Background: an optimization exercise with open tools, aiming at small area, a short achievable clock period and few clock cycles. Do not read the settings as production practice.
Function was checked by simulation only, so behaviour that the tests miss may differ from the original.
Power is estimated from default activity; no workload was simulated.

## before
## beacon_rssi_aggregator
module beacon_rssi_aggregator #(
  parameter int TABLE_ENTRIES = 8
) (
  input  logic         clk,
  input  logic         rst_n,
  input  logic         in_tvalid,
  output logic         in_tready,
  input  logic [127:0] in_tdata,
  input  logic         in_tuser,
  output logic         out_tvalid,
  input  logic         out_tready,
  output logic [159:0] out_tdata,
  output logic         out_tuser,
  output logic         out_tlast
);
  localparam int N = 8;
  logic        [47:0] t_id    [N];
  logic        [7:0]  t_track [N];
  logic        [23:0] t_sum   [N];
  logic        [15:0] t_cnt   [N];
  logic        [7:0]  t_peak  [N];
  logic        [7:0]  t_ptx   [N];
  logic        [31:0] t_lat   [N];
  logic        [7:0]  t_trim  [N];
  logic               t_few   [N];    
  logic [3:0]   u_r;         
  logic [N-1:0] cur_r;       
  logic [N-1:0] nxt_r;       
  logic [2:0]   base_r;      
  logic [15:0]  raw_r, drops_r;
  logic         blk_r;       
  logic         s2v_r, s2fin_r, s2known_r;
  logic [47:0]  h_id_r;
  logic [7:0]   h_track_r, h_rssi_r, h_tx_r;
  logic [31:0]  h_seen_r;    
  logic [N-1:0] h_hit_r;
  logic [N-1:0]       s3oh_r;
  ...
==> flow/config.mk <==
export PLATFORM = sky130hd
export DESIGN_NAME = beacon_rssi_aggregator
export DESIGN_NICKNAME = beacon_rssi_aggregator
export VERILOG_FILES = /design/flow/design.v
export SDC_FILE = /design/flow/constraint.sdc
export NUM_CORES = 4
export LEC_CHECK = 0
export CAP_MARGIN = 20
export CORE_MARGIN = 2
export CORE_UTILIZATION = 55
export SLEW_MARGIN = 20
==> flow/constraint.sdc <==
create_clock -name core_clock -period 12.0 [get_ports {clk}]
set_input_delay 2.4000 -clock core_clock [delete_from_list [all_inputs] [get_ports {clk}]]
set_output_delay 2.4000 -clock core_clock [all_outputs]
set_load 0.01 [all_outputs]
standard.sh (not shown) runs the stock make flow with config.mk's settings and CLKGATE_MAP_FILE= SYNTH_SCRIPT=/design/flow/synth_recipe.tcl, a recipe that flattens the netlist after the stock synthesis.
==> flow/flow/run.sh <==
#!/bin/bash
# the standard layout, with timing repair aiming 6 ns below the clock period
set -euo pipefail
bash standard.sh SETUP_SLACK_MARGIN=6 finish > make_finish.log 2>&1
Testbench counts of before, summed over its fixed seeds: cycles 5,864.
Setup changes, before to after
--- a/flow/design.v
+++ b/flow/design.v
@@ -85,15 +85,15 @@
   logic [3:0]   pb_q_r;
   logic         pcv_r, pcsum_r;
   logic [2:0]   pcslot_r;
   logic [15:0]  pc_rem_r, pc_c_r;
   logic [1:0]   pc_m_r;
   logic [5:0]   pc_q_r;
   logic         dv_r, dsum_r;
-  logic [N-1:0] dsel_r;
+  logic [N-1:0] dsel_r;         
   logic [7:0]   dmean_r;
   logic signed [7:0] x;
   assign x = h_rssi_r;
   logic obs, kobs, found, full, need_app, obs_go, app_go, fin_go;
   logic [N-1:0] app_oh, tgt, wr;
   assign obs      = s2v_r && !s2fin_r;
   assign kobs     = obs && s2known_r;
@@ -312,15 +312,15 @@
       pc_rem_r <= r2;
       pc_c_r   <= pb_c_r;
       pc_m_r   <= pb_m_r[1:0];
       pc_q_r   <= {pb_q_r, q3, q2};
     end
     if (take && pcv_r) begin
       dsum_r  <= pcsum_r;
-      for (int p = 0; p < N; p++) dsel_r[p] <= (pcslot_r == 3'(p));
+      for (int p = 0; p < N; p++) dsel_r[p] <= !pcsum_r && (pcslot_r == 3'(p));
       dmean_r <= {!mq[7], mq[6:0]} + {7'd0, !mq[7] && (r0 != 16'd0)};
     end
     for (int i = 0; i < 2; i++) begin
       b2_v_r[i] <= a2_v[i];
       b2_t_r[i] <= a2_t[i];
       b2_k_r[i] <= a2_k[i];
     end
@@ -400,16 +400,15 @@
   end
   logic [135:0] bd;
   always_comb begin
     bd = '0;
     for (int p = 0; p < N; p++)
       bd = bd | ({136{dsel_r[p]}} & {t_cnt[p], t_lat[p], t_ptx[p], t_peak[p], 8'd0, t_trim[p],
                                      t_track[p], t_id[p]});
-    if (dsum_r)
-      out_tdata = {7'd0, sdrop_old_r, 1'b0, raw_old_r, 120'd0};
-    else
-      out_tdata = {23'd0, |(dsel_r & best_r), bd[135:72], dmean_r, bd[63:0]};
+    out_tdata = {7'd0, sdrop_old_r & {16{dsum_r}}, |(dsel_r & best_r),
+                 bd[135:120] | (raw_old_r & {16{dsum_r}}), bd[119:72],
+                 dmean_r & {8{!dsum_r}}, bd[63:0]};
   end
   assign out_tvalid = dv_r;
   assign out_tuser  = dsum_r;
   assign out_tlast  = dsum_r;
 endmodule
## What came out
- In terms of power after layout, before and after differ only marginally.
- Critical path buffer and inverter count is lower on before
- after against before: switching share of power now larger; xor/xnor cell area share of the yosys netlist held; number of antenna repair diodes moved down; cell count after synthesis went up about 1.2%.
- Max count of cells resized by post-cts repair across after and before: before
- Timing, DRC, antenna: 0 failures across after and before
- The critical-path maximum fanout reported for after is smaller than that of before by 7.
Testbench counts of after, summed over its fixed seeds: cycles 5,864.

[re-timing with driven ports]
The results above use ideal ports. As a check the final layouts listed here were re-extracted and re-timed, cells and wires unchanged.
Step 1, drivers: a clkbuf_16 drives clk and a buf_2 each remaining input, both assumed.
Step 2 moves the port delays by t, midway between the first and last clock arrival at a register: inputs arrive t later, outputs are due t later. That takes back most of the time a late clock gives input paths.
Three values: ideal ports, drivers, drivers and shift; two values: the first two.
run	t, ns	setup slack, ns	worst setup path after step 2
before	0.883	5.998 / 5.956 / 5.178	input to register
after	0.894	6.035 / 5.834 / 5.458	input to register
After both steps setup and hold are still met in every run listed. The setup slack of before, which loses most, moves by -0.042 ns with the drivers and by -0.820 ns with both steps.
